Source: an optimization exercise on an open RTL-to-GDS flow (aim: small area, a short achievable clock period and few clock cycles per item). Production flows keep margins and buffers that such runs may drop.
At most, simulation tests tie the RTL to the original design; equivalence was not proved.
No functional check of the RTL was part of run 2.
Power figures rest on the tool's default switching activity, not on a simulated workload.

File: design/flow/design.v
package i8mvz_pkg;
   typedef enum logic [0:0] {
      CMD_LOAD_VECTOR   = 1'b0,
      CMD_MATRIX_ELEMENT = 1'b1
   } cmd_type;
   localparam logic [1:0] CSR_ZERO_POINT  = 2'd0;
   localparam logic [1:0] CSR_COLS_IN_USE = 2'd1;
   localparam logic [1:0] CSR_ROWS_IN_USE = 2'd2;
   localparam int ElemWidth  = 8;
   localparam int IndexWidth = 10;
   localparam int ColsWidth  = 11;
   localparam int RowsWidth  = 16;
   localparam int SumWidth   = 32;
   localparam int CsrWidth   = 16;
   localparam logic [ColsWidth-1:0] ColsReset = 11'd1024;
   localparam logic [RowsWidth-1:0] RowsReset = 16'd1;
endpackage
module i8mvz_ram #(
   parameter int WIDTH = 8,
   parameter int DEPTH = 256,
   parameter int WSTEP = 32,
   parameter int RSTEP = 4
) (
   input  logic                             clock,
   input  logic                             wr_en,
   input  logic [$clog2(DEPTH/WSTEP)-1:0]   wr_point,
   input  logic [WIDTH-1:0]                 wr_data,
   input  logic [$clog2(DEPTH/RSTEP)-1:0]   rd_tap,
   output logic [WIDTH-1:0]                 rd_data
);
   localparam int NW = DEPTH / WSTEP;
   localparam int NT = DEPTH / RSTEP;
   logic [DEPTH*WIDTH-1:0] ring_ff;
   logic [DEPTH*WIDTH-1:0] ring_next;
   logic [NT*WIDTH-1:0]    taps;
   always_comb begin
      ring_next = {ring_ff[WIDTH-1:0], ring_ff[DEPTH*WIDTH-1:WIDTH]};
      for (int k = 0; k < NW; k++) begin
         if (wr_en && (32'(wr_point) == k)) begin
            ring_next[k*WSTEP*WIDTH +: WIDTH] = wr_data;
         end
      end
   end
   always_ff @(posedge clock) begin
      ring_ff <= ring_next;
   end
   for (genvar t = 0; t < NT; t++) begin : g_tap
      assign taps[t*WIDTH +: WIDTH] = ring_ff[t*RSTEP*WIDTH +: WIDTH];
   end
   assign rd_data = taps[rd_tap*WIDTH +: WIDTH];
endmodule
module int8_matrix_vector_zero_point_core #(
   parameter int MAX_COLS = 256
) (
   input  logic                                  clock,
   input  logic                                  reset,
   input  logic                                  req_valid,
   output logic                                  req_ready,
   input  logic                                  req_command,
   input  logic signed [i8mvz_pkg::ElemWidth-1:0] req_element,
   input  logic [i8mvz_pkg::IndexWidth-1:0]      req_element_index,
   output logic                                  rsp_valid,
   input  logic                                  rsp_ready,
   output logic signed [i8mvz_pkg::SumWidth-1:0] rsp_row_sum,
   output logic [i8mvz_pkg::RowsWidth-1:0]       rsp_row_index,
   output logic                                  rsp_last_row,
   input  logic                                  csr_write_enable,
   input  logic [1:0]                            csr_index,
   input  logic [i8mvz_pkg::CsrWidth-1:0]        csr_write_data
);
   localparam int AW   = $clog2(MAX_COLS);
   localparam int CW   = i8mvz_pkg::ColsWidth;
   localparam int RW   = i8mvz_pkg::RowsWidth;
   localparam int EW   = i8mvz_pkg::ElemWidth;
   localparam int SW   = i8mvz_pkg::SumWidth;
   localparam int AccW = 24;
   localparam int PW   = 2 * EW + 1;
   localparam int WSTEP = 32;
   localparam int WB    = $clog2(WSTEP);
   localparam int RSTEP = 4;
   localparam int TB    = $clog2(RSTEP);
   logic [EW-1:0] zero_point_ff;
   logic [AW:0]   cols_ff;
   logic [RW-1:0] rows_ff;
   logic [CW-1:0] csr_cols;
   assign csr_cols = csr_write_data[CW-1:0];
   always_ff @(posedge clock) begin
      if (reset) begin
         zero_point_ff <= '0;
         cols_ff       <= (AW+1)'(MAX_COLS);
         rows_ff       <= i8mvz_pkg::RowsReset;
      end else if (csr_write_enable) begin
         if (csr_index == i8mvz_pkg::CSR_ZERO_POINT) begin
            zero_point_ff <= csr_write_data[EW-1:0];
         end
         if (csr_index == i8mvz_pkg::CSR_COLS_IN_USE) begin
            if (csr_cols == '0) begin
               cols_ff <= (AW+1)'(1);
            end else if (32'(csr_cols) > MAX_COLS) begin
               cols_ff <= (AW+1)'(MAX_COLS);
            end else begin
               cols_ff <= (AW+1)'(csr_cols);
            end
         end
         if (csr_index == i8mvz_pkg::CSR_ROWS_IN_USE) begin
            rows_ff <= csr_write_data[RW-1:0];
         end
      end
   end
   logic          adv;
   logic          x_rowend_ff;
   assign adv = rsp_ready || !x_rowend_ff;
   logic          f_go;              
   logic          req_ready_ff;      
   logic          req_take;
   logic          k_valid_ff;
   logic          k_cmd_ff;
   logic [EW-1:0] k_elem_ff;
   logic [AW-1:0] k_idx_ff;
   logic          k_hi_ff;
   logic          f_valid_ff;
   logic          f_cmd_ff;
   logic [EW-1:0] f_elem_ff;
   logic [AW-1:0] f_idx_ff;
   logic          f_hi_ff;
   logic          req_hi;
   assign req_ready = req_ready_ff;
   assign req_take  = req_valid && req_ready_ff;
   assign req_hi    = (32'(req_element_index) >= MAX_COLS);
   always_ff @(posedge clock) begin
      if (reset) begin
         f_valid_ff   <= 1'b0;
         k_valid_ff   <= 1'b0;
         req_ready_ff <= 1'b1;
      end else if (f_go) begin
         f_valid_ff   <= k_valid_ff || req_take;
         k_valid_ff   <= 1'b0;
         req_ready_ff <= 1'b1;
      end else if (!k_valid_ff) begin
         k_valid_ff   <= req_take;
         req_ready_ff <= !req_take;
      end
   end
   always_ff @(posedge clock) begin
      if (f_go) begin
         if (k_valid_ff) begin
            f_cmd_ff  <= k_cmd_ff;
            f_elem_ff <= k_elem_ff;
            f_idx_ff  <= k_idx_ff;
            f_hi_ff   <= k_hi_ff;
         end else begin
            f_cmd_ff  <= req_command;
            f_elem_ff <= req_element;
            f_idx_ff  <= AW'(req_element_index);
            f_hi_ff   <= req_hi;
         end
      end
   end
   always_ff @(posedge clock) begin
      if (!k_valid_ff) begin
         k_cmd_ff  <= req_command;
         k_elem_ff <= req_element;
         k_idx_ff  <= AW'(req_element_index);
         k_hi_ff   <= req_hi;
      end
   end
   logic          f_mat;
   logic          f_load;
   logic          f_write;
   logic          f_block;
   logic [AW-1:0] mphase_ff;
   logic [AW:0]   colp_ff;
   logic [AW-1:0] rd_pos_ff;
   logic [WB-1:0]    wlo_ff;      
   logic [AW-WB-1:0] whi_ff;      
   logic          f_wpoint_ok;
   logic          col_first;
   logic          col_last;
   logic [EW-1:0] ram_rd_data;
   assign f_mat     = f_valid_ff && (f_cmd_ff == i8mvz_pkg::CMD_MATRIX_ELEMENT);
   assign f_load    = f_valid_ff && (f_cmd_ff == i8mvz_pkg::CMD_LOAD_VECTOR);
   assign col_first = (colp_ff == (AW+1)'(1));
   assign col_last  = (colp_ff == cols_ff);
   assign f_wpoint_ok = (f_idx_ff[WB-1:0] == wlo_ff);
   assign f_write     = f_load && !f_hi_ff && f_wpoint_ok;
   assign f_block     = (f_load && !f_hi_ff && !f_wpoint_ok)
                        || (f_mat && (rd_pos_ff[TB-1:0] != '0));
   assign f_go        = adv && !f_block;
   logic [AW-1:0] mphase_next;
   assign mphase_next = reset ? '1 : (mphase_ff - AW'(1));
   always_ff @(posedge clock) begin
      mphase_ff <= mphase_next;
      wlo_ff    <= WB'(~mphase_next) + WB'(1);
      whi_ff    <= mphase_next[AW-1:WB] + (AW-WB)'(mphase_next[WB-1:0] != '0);
   end
   always_ff @(posedge clock) begin
      if (reset) begin
         colp_ff <= (AW+1)'(1);
      end else if (f_go) begin
         if (f_load || (f_mat && col_last)) begin
            colp_ff <= (AW+1)'(1);
         end else if (f_mat) begin
            colp_ff <= colp_ff + (AW+1)'(1);
         end
      end
   end
   always_ff @(posedge clock) begin
      if (f_go && (f_load || (f_mat && col_last))) begin
         rd_pos_ff <= mphase_ff;
      end else if (!(f_go && f_mat)) begin
         rd_pos_ff <= rd_pos_ff - AW'(1);
      end
   end
   i8mvz_ram #(
      .WIDTH(EW),
      .DEPTH(MAX_COLS),
      .WSTEP(WSTEP),
      .RSTEP(RSTEP)
   ) u_vector_ram (
      .clock   (clock),
      .wr_en   (f_write),
      .wr_point(f_idx_ff[AW-1:WB] + whi_ff),
      .wr_data (f_elem_ff),
      .rd_tap  (rd_pos_ff[AW-1:TB]),
      .rd_data (ram_rd_data)
   );
   logic          s1_mat_ff, s1_load_ff, s1_first_ff, s1_last_ff;
   logic [EW-1:0] s1_elem_ff;
   logic [EW-1:0] s1_rd_ff;
   always_ff @(posedge clock) begin
      if (reset) begin
         s1_mat_ff  <= 1'b0;
         s1_load_ff <= 1'b0;
      end else if (adv) begin
         s1_mat_ff  <= f_mat && !f_block;
         s1_load_ff <= f_load && !f_block;
      end
   end
   always_ff @(posedge clock) begin
      if (adv) begin
         s1_first_ff <= col_first;
         s1_last_ff  <= col_last;
         s1_elem_ff  <= f_elem_ff;
         s1_rd_ff    <= ram_rd_data;
      end
   end
   logic [3:0]    b_p1, b_m1, b_p2, b_m2;
   logic [3:0]    b2, b1, b0;
   logic [EW:0]   s1_d, s1_nd;
   logic [PW-1:0] d_x, nd_x;
   logic [PW-1:0] pp [4];
   logic [PW-1:0] cs1_s, cs1_c;
   assign b2 = {s1_elem_ff[7], s1_elem_ff[5], s1_elem_ff[3], s1_elem_ff[1]};
   assign b1 = {s1_elem_ff[6], s1_elem_ff[4], s1_elem_ff[2], s1_elem_ff[0]};
   assign b0 = {s1_elem_ff[5], s1_elem_ff[3], s1_elem_ff[1], 1'b0};
   assign b_p1 = {4{s1_mat_ff}} & ~b2 & (b1 ^ b0);
   assign b_m1 = {4{s1_mat_ff}} & b2 & (b1 ^ b0);
   assign b_p2 = {4{s1_mat_ff}} & ~b2 & b1 & b0;
   assign b_m2 = {4{s1_mat_ff}} & b2 & ~b1 & ~b0;
   assign s1_d  = $signed({s1_rd_ff[EW-1], s1_rd_ff})
                  - $signed({zero_point_ff[EW-1], zero_point_ff});
   assign s1_nd = $signed({zero_point_ff[EW-1], zero_point_ff})
                  - $signed({s1_rd_ff[EW-1], s1_rd_ff});
   assign d_x   = {{(PW-EW-1){s1_d[EW]}}, s1_d};
   assign nd_x  = {{(PW-EW-1){s1_nd[EW]}}, s1_nd};
   always_comb begin
      for (int j = 0; j < 4; j++) begin
         pp[j] = (({PW{b_p1[j]}} & d_x) | ({PW{b_m1[j]}} & nd_x)
                  | ({PW{b_p2[j]}} & (d_x << 1)) | ({PW{b_m2[j]}} & (nd_x << 1)))
                 << (2 * j);
      end
      cs1_s = pp[0] ^ pp[1] ^ pp[2];
      cs1_c = (pp[0] & pp[1]) | (pp[0] & pp[2]) | (pp[1] & pp[2]);
   end
   logic          s2_mat_ff, s2_load_ff, s2_first_ff, s2_last_ff;
   logic [PW-1:0] s2_cs1_s_ff;
   logic [PW-2:2] s2_cs1_c_ff;
   logic [PW-1:6] s2_pp3_ff;
   always_ff @(posedge clock) begin
      if (reset) begin
         s2_mat_ff  <= 1'b0;
         s2_load_ff <= 1'b0;
      end else if (adv) begin
         s2_mat_ff  <= s1_mat_ff;
         s2_load_ff <= s1_load_ff;
      end
   end
   always_ff @(posedge clock) begin
      if (adv) begin
         s2_first_ff <= s1_first_ff && s1_mat_ff;
         s2_last_ff  <= s1_last_ff;
         s2_cs1_s_ff <= cs1_s;
         s2_cs1_c_ff <= cs1_c[PW-2:2];
         s2_pp3_ff   <= pp[3][PW-1:6];
      end
   end
   logic [PW-1:0] c1_x, p3_x;
   logic [PW-1:0] cs2_s, cs2_c;
   logic [PW-1:0] s2_prod;
   assign c1_x    = {s2_cs1_c_ff, 3'b000};
   assign p3_x    = {s2_pp3_ff, 6'b000000};
   assign cs2_s   = s2_cs1_s_ff ^ c1_x ^ p3_x;
   assign cs2_c   = ((s2_cs1_s_ff & c1_x) | (s2_cs1_s_ff & p3_x) | (c1_x & p3_x)) << 1;
   assign s2_prod = cs2_s + cs2_c;
   logic          s3_mat_ff, s3_load_ff, s3_first_ff, s3_last_ff;
   logic [PW-1:0] s3_prod_ff;
   always_ff @(posedge clock) begin
      if (reset) begin
         s3_mat_ff  <= 1'b0;
         s3_load_ff <= 1'b0;
      end else if (adv) begin
         s3_mat_ff  <= s2_mat_ff;
         s3_load_ff <= s2_load_ff;
      end
   end
   always_ff @(posedge clock) begin
      if (adv) begin
         s3_first_ff <= s2_first_ff;
         s3_last_ff  <= s2_last_ff;
         s3_prod_ff  <= s2_prod;
      end
   end
   logic [AccW-1:0] acc_ff;
   logic [AccW-1:0] s3_prod_x;
   logic [RW-1:0]   rsp_row_index_ff;
   logic            rsp_last_row_ff;
   logic            row_zero_ff;       
   logic            x_end;             
   logic [RW-1:0]   next_index;
   logic            next_last;
   assign s3_prod_x = {{(AccW-PW){s3_prod_ff[PW-1]}}, s3_prod_ff};
   always_ff @(posedge clock) begin
      if (reset) begin
         x_rowend_ff <= 1'b0;
      end else if (adv) begin
         x_rowend_ff <= s3_mat_ff && s3_last_ff;
      end
   end
   always_ff @(posedge clock) begin
      if (adv) begin
         acc_ff <= (s3_first_ff ? AccW'(0) : acc_ff) + s3_prod_x;
      end
   end
   assign x_end      = adv && s3_mat_ff && s3_last_ff;
   assign next_index = row_zero_ff ? '0 : (rsp_row_index_ff + RW'(1));
   assign next_last  = row_zero_ff ? (rows_ff <= RW'(1))
                       : ({1'b0, rsp_row_index_ff} + (RW+1)'(2) >= {1'b0, rows_ff});
   always_ff @(posedge clock) begin
      if (reset) begin
         row_zero_ff <= 1'b1;
      end else if (x_end) begin
         row_zero_ff <= next_last;
      end else if (adv && s3_load_ff) begin
         row_zero_ff <= 1'b1;
      end
   end
   always_ff @(posedge clock) begin
      if (x_end) begin
         rsp_row_index_ff <= next_index;
         rsp_last_row_ff  <= next_last;
      end
   end
   assign rsp_valid     = x_rowend_ff;
   assign rsp_row_sum   = {{(SW-AccW){acc_ff[AccW-1]}}, acc_ff};
   assign rsp_row_index = rsp_row_index_ff;
   assign rsp_last_row  = rsp_last_row_ff;
endmodule
File: design/flow/flow/run.sh
#!/bin/bash
# the standard flow (the standard.sh, standard synthesis unchanged) with two
# changes to how the layout is made:
#  - timing repair aims at a shorter clock period than the design's (a larger setup
#    margin); the design is still laid out and signed off at the design's period
#  - ports are buffered with buf_4 instead of the cell buffer_ports picks by default
# make's output goes to make.log; each ORFS step keeps its own log under orfs/logs.
set -euo pipefail
bash standard.sh SETUP_SLACK_MARGIN=6.6 \
   "BUFFER_PORTS_ARGS=-buffer_cell sky130_fd_sc_hd__buf_4" \
   finish > make.log 2>&1
File: design/flow/standard.sh
#!/bin/bash
# synth_recipe.tcl (not shown) runs the flow's synth.tcl, then flattens the netlist and writes it again
# the make line also repeats each setting of config.mk as NAME=value (left out here)
make -C /OpenROAD-flow-scripts/flow DESIGN_CONFIG=/design/flow/config.mk WORK_HOME=/design/flow/orfs CLKGATE_MAP_FILE= SYNTH_SCRIPT=/design/flow/synth_recipe.tcl "${@:-finish}"
File: design/flow/config.mk
export PLATFORM = sky130hd
export DESIGN_NAME = int8_matrix_vector_zero_point_core
export DESIGN_NICKNAME = int8_matrix_vector_zero_point_core
export VERILOG_FILES = /design/flow/design.v
export SDC_FILE = /design/flow/constraint.sdc
export NUM_CORES = 4
export LEC_CHECK = 0
export CAP_MARGIN = 20
export CORE_MARGIN = 2
export CORE_UTILIZATION = 62
export CTS_CLUSTER_DIAMETER = 65
export CTS_CLUSTER_SIZE = 32
export PLACE_DENSITY = 0.72
export SETUP_SLACK_MARGIN = 0.3
export SLEW_MARGIN = 20
export SYNTH_MEMORY_MAX_BITS = 16384
File: design/flow/constraint.sdc
create_clock -name core_clock -period 10.0 [get_ports {clock}]
set_input_delay 2.0000 -clock core_clock [delete_from_list [all_inputs] [get_ports {clock}]]
set_output_delay 2.0000 -clock core_clock [all_outputs]
set_load 0.01 [all_outputs]
==> summary.md, run 1 <==
| Metric | Value |
|---|---|
| Initial Util | 62.78% |
| RSZ-0062 raised after global routing | true |
| Row cnt | 112 |
| First-pass GRT wire length | 144700 um |
| Commonest non-fill, non-tap cells in the layout | 2134 x dfxtp_1, 168 x mux4_2, 142 x edfxtp_1 |
| # hold bufs at CTS | 0 |
| Post-detail-place hpwl | 55980 um |
| Via count | 25.75k |
| TritonRoute pass-1 iters | 6 |
| Synth Net Count | 3768 |
| Share of flip-flops with an asynchronous set or reset | 0% |
| Clk pwr share | 30.8% |
| Worst vdd ir | 175.4 uV |
| CP Data Arrival Time | 1.41 ns |
| Syn-to-layout area delta | 9.791% |
| Placed Area | 60840 um^2 |
| HP Class | reg2reg |
| P_int | 11.82 mW |
| ANT nets after route | 0 |
| GR Overflow Total | 0 |
| Leak | 25.52 nW |
| Worst Max-Slew Pin Slew | 1.225 ns |
| Wire length per cell | 18.27 um |
| Ratio of cells with drive above 1 in the final layout | 15.08% |
| Seq/Total Area, Yosys | 79.94% |
| Layout Cells excl Fill | 5074 |
| Synthesized area | 58770 um^2 |
| Yosys warns | 3 |
| Final period util | 34.06% |
| Mapped Avg Cell Area | 16.24 um^2 |
| Yosys cell types | 74 |
| Pwr Total | 15.49 mW |
| Dominant synthesized flop cell | dfxtp_1 |
| Setup Viol. Count Final | 0 |
| Setup CP Type | reg2out |
| Total track usage | 19.13% |
| Crit path time final | 3.406 ns |
| Initial antenna violation count | 3 |
| Final GP Congestion | 0.8930 |
| Reg clk slew, reported paths | 0.11 ns |
| Starting DRC count in detailed routing | 1747 |
| Slew Viols, Final | 0 |
| Final Hold Fails | 0 |
| FMAX | 293.6 MHz |
| Ports | 93 |
| Combinational Power Share | 8.6% |
| CTS tree | yes |
| Status | no timing/DRC/antenna violations |
| Vias in the first global route | 25.51k |
| Final wirelength | 92700 um |
| Fill cells | 6230 |
| Final net count | 3914 |
| Pwr dens | 240.1 nW/um^2 |
| TritonCTS Buffers | 96 |
| Synth Instances | 3618 |
| Die Wd | 311.9 um |
| Commonest non-fill, non-tap cell in the layout | dfxtp_1 |
| Number of synthesized flops with an enable pin | 142 |
| Largest net degree at the start of global routing | 131 |
| Sw Pwr | 3.674 mW |
| CP Max Fanout | 5 |
| Dpl cells | 4889 |
| Clk Latency, worst-skew pair | 0.70 ns |
| CP Capture Type | primary output |
| Die height | 311.9 um |
| Total of max-cap violations | 0 |
| Port buffer count | 92 |
| Worst path required time | 8.00 ns |
| Slew headroom | 18.24% |
| Switch share | 23.72% |
| Die area | 97270 um^2 |
| Via density | 5.074 |
| Design Area, Final | 64530 um^2 |
| Root Driver | clkbuf_16 |
| H-tree Lvls | 3 |
| Final TNS setup | 0 ns |
| Clock Path Buffers | 3 |
| Residual DRC | 0 |
| Core ar. | 93610 um^2 |
| Sink Count | 2276 |
| Launching element type of the critical path | flop |
| Fin Clk Skew | 0.04070 ns |
| Reg power frac | 60.6% |
| Yosys reg bits | 2276 |
critical path, cell delays in order, from the launching register on:
cell      delay (ns)
edfxtp_1        0.44
buf_6           0.16
buf_6           0.11
cell usage after synthesis, types with 29 or more instances:
| cell type | number | area share (%) |
|---|---|---|
| dfxtp_1 | 2134 | 73 |
| mux4_2 | 168 | 6.4 |
| edfxtp_1 | 142 | 7.3 |
| nor2_1 | 124 | 0.79 |
| nand2_1 | 111 | 0.71 |
| a21oi_1 | 96 | 0.82 |
| ha_1 | 83 | 1.8 |
| mux2_2 | 81 | 1.6 |
| inv_1 | 74 | 0.47 |
| clkbuf_1 | 62 | 0.40 |
| xnor2_1 | 61 | 0.91 |
| nand3_1 | 44 | 0.37 |
| nor2b_1 | 39 | 0.42 |
| o21ai_0 | 39 | 0.33 |
| xor2_1 | 39 | 0.58 |
| nor3_1 | 29 | 0.25 |
path summary, 6_finish.rpt:
kind                                     start                                 to  slack, ns  cells after the start
min reg2reg  u_vector_ram.ring_ff[342]$_DFF_P_  u_vector_ram.ring_ff[334]$_DFF_P_       0.32                      0
max                       acc_ff[23]$_DFFE_PN_                    rsp_row_sum[26]       6.59                      2
min          u_vector_ram.ring_ff[342]$_DFF_P_  u_vector_ram.ring_ff[334]$_DFF_P_       0.32                      0
max reg2reg              s1_rd_ff[2]$_DFFE_PN_          s2_cs1_s_ff[11]$_DFFE_PN_       6.68                     10
layout make-up:
type | instances | area (um^2) | share of cell area (%)
Clock inverter | 47 | 709.4 | 1.099
Antenna cell | 1 | 2.502 | 0.003878
Multi-Input combinational cell | 1178 | 11310 | 17.52
Clock buffer | 106 | 2481 | 3.845
Tap cell | 1254 | 1569 | 2.432
Timing Repair Buffer | 138 | 1192 | 1.848
Sequential cell | 2276 | 46990 | 72.81
Inverter | 74 | 281.5 | 0.4363
sequential cells by signal, indices dropped and copies added, names as in the netlist, 9 cells and up:
register and cells:
acc_ff 24, colp_ff 9, cols_ff 9, rows_ff 16, rsp_row_index_ff 16, s2_cs1_c_ff 12
s2_cs1_s_ff 14, s2_pp3_ff 10, s3_prod_ff 17, u_vector_ram.ring_ff 2048
stage by stage:
stage / util (%) / worst slack, ns / hold slack, ns
5_1_grt: 68.93 / 6.528 / 0.3172
4_1_cts: 68.68 / 6.574 / 0.3137
6_report: 68.93 / 6.594 / 0.3151
3_5_place_dp: 64.99 / 5.901 / 0.3121
2_1_floorplan: - / 5.932 / 0.3096
3_3_place_gp: 64.99 / 5.908 / 0.3096
what timing repair did:
| action | 4_1_cts | 5_1_grt |
|---|---|---|
| pin swaps | 3 | 7 |
| buffers inserted | 20 | 9 |
| resized for setup | 14 | 31 |
| gates cloned | 1 | 1 |
| endpoints found under the setup margin | 42 | 28 |
cell families (layout without fill, tap and decap cells):
| family | Yosys count | count (layout) | synth area share [%] |
|---|---|---|---|
| other | 0 | 1 | 0 |
| adder cells (fa/ha/maj) | 108 | 108 | 2.619 |
| multiplexers | 257 | 257 | 8.126 |
| AND/OR/NAND/NOR | 448 | 448 | 3.740 |
| buffers and inverters | 164 | 365 | 1.133 |
| flip-flops | 2276 | 2276 | 79.94 |
| XOR/XNOR | 100 | 100 | 1.490 |
| AO/OA/AOI/OAI | 265 | 265 | 2.948 |
metal layers:
metal	global-route usage [%]	wire length, um	up-vias
met5	0	0	-
met4	5.518	2305	0
li1	-	-	12550
met3	2.808	3227	144
met2	30.16	42360	454
met1	27.86	44800	12600
power groups by stage:
stage / logic [mW] / registers (mW) / clock network (mW)
finish: 1.33 / 9.39 / 4.78
global route: 1.44 / 9.41 / 5.20
CTS: 1.31 / 9.39 / 4.89
detailed placement: 1.27 / 9.60 / 0
global placement: 1.25 / 9.60 / 0
floorplan: 0.915 / 9.55 / 0
Testbench counts, summed over its fixed seeds: cycles 74,919, items 71,425.
==> run 2, diff against run 1 <==
--- a/design/flow/design.v
+++ b/design/flow/design.v
@@ -173,5 +173,5 @@
    logic [AW-1:0] rd_pos_ff;
-   logic [WB-1:0]    wlo_ff;      
-   logic [AW-WB-1:0] whi_ff;      
-   logic          f_wpoint_ok;
+   logic [WB-1:0]    wlo_ff;         
+   logic [AW-WB-1:0] whi_ff;         
+   logic             f_wpoint_ok;
    logic          col_first;
@@ -328,3 +328,2 @@
    logic            x_end;             
-   logic [RW-1:0]   next_index;
    logic            next_last;
@@ -339,8 +338,6 @@
    always_ff @(posedge clock) begin
-      if (adv) begin
-         acc_ff <= (s3_first_ff ? AccW'(0) : acc_ff) + s3_prod_x;
-      end
+      acc_ff <= ((adv && s3_first_ff) ? AccW'(0) : acc_ff)
+                + (adv ? s3_prod_x : AccW'(0));
    end
    assign x_end      = adv && s3_mat_ff && s3_last_ff;
-   assign next_index = row_zero_ff ? '0 : (rsp_row_index_ff + RW'(1));
    assign next_last  = row_zero_ff ? (rows_ff <= RW'(1))
@@ -357,5 +354,11 @@
    always_ff @(posedge clock) begin
+      if (x_end && row_zero_ff) begin
+         rsp_row_index_ff <= '0;
+      end else begin
+         rsp_row_index_ff <= rsp_row_index_ff + RW'(x_end);
+      end
+   end
+   always_ff @(posedge clock) begin
       if (x_end) begin
-         rsp_row_index_ff <= next_index;
-         rsp_last_row_ff  <= next_last;
+         rsp_last_row_ff <= next_last;
       end
==> summary.md, run 2 <==
| Metric | Value |
|---|---|
| Status | no timing/DRC/antenna violations |
| CP Max Fanout | 4 |
| TritonCTS Buffers | 96 |
| Reg2reg start | s1_rd_ff[6]$_DFFE_PN_ |
| Worst vdd ir | 193.0 uV |
| Commonest non-fill, non-tap cell in the layout | dfxtp_1 |
| Core ar. | 93330 um^2 |
| Slew headroom | 29.19% |
| Synth Instances | 3581 |
| Post-synthesis compound-gate area fraction | 2.907% |
| Total of max-cap violations | 0 |
| Die Wd | 310.7 um |
| Wire length per cell | 19.18 um |
| Pwr Total | 15.69 mW |
| Slowest cell delay on critical path | 0.43 ns |
| Leak | 25.81 nW |
| Multi-input gate area | 11660 um^2 |
| Number of synthesized flops with an enable pin | 102 |
| Final Hold Fails | 0 |
| CP Capture Type | flop |
| Hold Crit Endpoint | u_vector_ram.ring_ff[1394]$_DFF_P_ |
| Regs by FF count | u_vector_ram.ring_ff x2048, acc_ff x24, s3_prod_ff x17 |
| Post-synthesis mux area share | 8.138% |
| Final TNS setup | 0 ns |
| Setup Viol. Count Final | 0 |
| Pwr dens | 242.1 nW/um^2 |
| Yosys reg bits | 2276 |
| Clk Latency, worst-skew pair | 0.70 ns |
| Dpl cells | 4849 |
| Hold Startpoint | u_vector_ram.ring_ff[1402]$_DFF_P_ |
| CP max-delay cell | fa_2 |
| Synth Net Count | 3732 |
| CP Data Arrival Time | 4.40 ns |
| Mapped Avg Cell Area | 16.28 um^2 |
| Seq/Total Area, Yosys | 79.89% |
| Die area | 96520 um^2 |
| CTS tree | yes |
| TritonRoute pass-1 iters | 6 |
| Total track usage | 20.10% |
| RSZ-0062 raised after global routing | true |
| Synth Area in Simple Gates | 3.596% |
| Row cnt | 112 |
| Ports | 93 |
| Setup CP Type | in2reg |
| Initial antenna violation count | 2 |
| Yosys warns | 3 |
| Syn-to-layout area delta | 11.12% |
| Commonest non-fill, non-tap cells in the layout | 2167 x dfxtp_1, 168 x mux4_2, 134 x buf_4 |
| Layout Cells excl Fill | 5055 |
| Largest family of logic cells by synthesized area | multiplexers |
| Final period util | 38.33% |
| Final net count | 3893 |
| Top-area cell type share of the netlist area | 74.63% |
| First-pass GRT wire length | 152900 um |
| Worst Max-Slew Pin Slew | 1.062 ns |
| Initial Util | 62.48% |
| Largest register FFs | 2048 |
| Launching element type of the critical path | input port |
| Reg with most FFs | u_vector_ram.ring_ff |
| Starting DRC count in detailed routing | 1600 |
| Crit path time final | 3.833 ns |
| Slew Viols, Final | 0 |
| Design Area, Final | 64800 um^2 |
| ANT nets after route | 0 |
| Synthesized area | 58310 um^2 |
| Xor-xnor portion of the synthesized cell area | 1.577% |
| Synth area leaders | dfxtp_1 75%, mux4_2 6.5%, edfxtp_1 5.3%, ha_1 1.8%, xnor2_1 0.87% |
| Via count | 25.66k |
| Vias in the first global route | 27.02k |
| Worst path required time | 10.57 ns |
| Most common cell in the synthesized netlist | dfxtp_1 |
| Diode count | 0 |
| Via density | 5.077 |
| Hold Path Cell Cnt | 0 |
| Synth top cells by count | 2174 x dfxtp_1, 168 x mux4_2, 107 x nand2_1, 105 x nor2_1, 102 x edfxtp_1 |
| Placed Area | 60410 um^2 |
| Yosys top cell by area | dfxtp_1 |
| Dominant synthesized flop cell | dfxtp_1 |
| Ratio of cells with drive above 1 in the final layout | 16.39% |
| Root Driver | clkbuf_16 |
| Fin Clk Skew | 0.03713 ns |
| Die height | 310.7 um |
| Share of flip-flops with an asynchronous set or reset | 0% |
| Reg2reg setup slack | 6.70 ns |
| Adder-Cell Fraction of Synth Area | 2.661% |
| H-tree Lvls | 3 |
| FMAX | 260.9 MHz |
| Crit-path cells | buf_8 -> nor2b_4 -> buf_6 -> inv_4 -> and2_4 -> fa_2 -> a21oi_4 -> o211ai_1 -> a211oi_2 -> buf_4 -> o31ai_4 -> a21boi_2 -> nor3_2 -> a311o_1 |
| Residual DRC | 0 |
| Final GP Congestion | 0.8599 |
| Yosys cell types | 64 |
| Register Area | 46590 um^2 |
| Fill cells | 6120 |
| GR Overflow Total | 0 |
| Reg clk slew, reported paths | 0.11 ns |
| Worst reg-to-reg path cell count | 8 |
| Port buffer count | 92 |
| HP Class | reg2reg |
| R2R Path End | s2_cs1_s_ff[7]$_DFFE_PN_ |
| Sink Count | 2276 |
| Clock Path Buffers | 3 |
| Largest net degree at the start of global routing | 66 |
| Final wirelength | 96980 um |
| Post-detail-place hpwl | 57460 um |
==> run 2: cell types whose count changed after synthesis, moves of 15 or more <==
| cell | change |
|---|---|
| and2_1 | +45 |
| dfxtp_1 | +40 |
| edfxtp_1 | -40 |
| mux2_1 | +40 |
| mux2_2 | -40 |
| nor2b_1 | -22 |
| nor2_1 | -19 |
| o21ai_0 | -17 |
| a21o_1 | +15 |
==> run 2: layer usage <==
layer | part of all wire, % | track usage, % | vias up | routed length [um]
li1 | - | - | 12410 | -
met1 | 47 | 28.23 | 12660 | 45780
met2 | 47 | 33.02 | 451 | 45960
met3 | 3.2 | 2.739 | 140 | 3144
met4 | 2.2 | 5.753 | 0 | 2090
met5 | 0 | 0 | - | 0
==> run 2: critical path, delay by kind of cell <==
family | cells | cell delay, ns
AOI/OAI and AO/OA | 6 | 1.11
and+or+nand+nor | 3 | 0.42
buffers and inverters | 4 | 0.44
adders and majority gates | 1 | 0.43
==> run 2: what timing repair did <==
action / in CTS / in global routing
buffers inserted: 22 / 20
pin swaps: 34 / 31
hold buffers: 0 / 0
cloned: 6 / 0
setup endpoints to repair: 78 / 65
resized for setup: 71 / 40
==> run 2: worst max-delay path by stage <==
stage,from,to,slack (ns),cells past startpoint
finish,rsp_ready,acc_ff[20]$_DFF_P_,6.17,14
global route,rsp_ready,acc_ff[20]$_DFF_P_,6.11,14
CTS,rsp_ready,acc_ff[20]$_DFF_P_,6.21,14
detailed placement,rsp_ready,acc_ff[21]$_DFF_P_,4.31,13
global placement,rsp_ready,acc_ff[21]$_DFF_P_,4.40,13
floorplan,rsp_ready,acc_ff[20]$_DFF_P_,5.51,13
==> run 2: layout make-up <==
| cell class | instances | area share (%) |
|---|---|---|
| sequential | 2276 | 71.91 |
| multi-input combinational | 1144 | 18.00 |
| clock buffer | 108 | 3.989 |
| tap | 1254 | 2.421 |
| timing repair buffer | 154 | 2.134 |
| clock inverter | 49 | 1.122 |
| inverter | 68 | 0.4055 |
| timing repair inverter | 2 | 0.01931 |
==> run 2: report_power, final <==
group	internal, mW	total [mW]	switching (mW)
Clock	2.09	4.91	2.82
Combinational	0.636	1.43	0.796
Sequential	9.24	9.35	0.111
==> run 2: kinds of logic (layout without fill, tap and decap cells) <==
kind of cell    count (synthesis)  in the layout
mux                           254            254
flops                        2276           2276
fa+ha+maj                     109            109
compound gates                257            257
buf+inv                       162            381
xor+xnor                      105            105
simple gates                  418            419
==> run 2: through the flow <==
stage | setup slack, ns | hold WS, ns | util, %
final | 6.167 | 0.3210 | 69.43
after global routing | 6.106 | 0.3202 | 69.43
after CTS | 6.205 | 0.3145 | 69.02
after detailed placement | 4.311 | 0.3121 | 64.73
after global placement | 4.396 | 0.3098 | 64.73
after floorplan | 5.511 | 0.3096 | -

-- port drivers added, routing unchanged --
The flow's constraints put no driver on any port. The routed layouts listed below were extracted and timed again, unchanged, in two steps. Step 1, drivers: a clkbuf_16 drives clock and a buf_2 each remaining input, both assumed. Step 2 adds t to the input delays and takes it off the output delays; t is the mean of the earliest and latest rising clock arrival at the registers after step 1. Input paths then give back, and output paths get back, about the clock's delay inside the block. a / b / c = ideal / step 1 / step 2; a / b = the first two.
run	t (ns)	slack for setup (ns)	hold WS [ns]	latest minus earliest clock arrival (ns)
run 1	0.750	6.594 / 6.532 / 6.051	0.315 / 0.315 / 0.315	0.054 / 0.054
run 2	0.748	6.167 / 6.189 / 5.441	0.321 / 0.321 / 0.321	0.038 / 0.037
After both steps setup and hold are still met in every run listed. For run 2, which loses most, drivers alone change the setup slack by +0.022 ns; drivers and shift together by -0.726 ns.
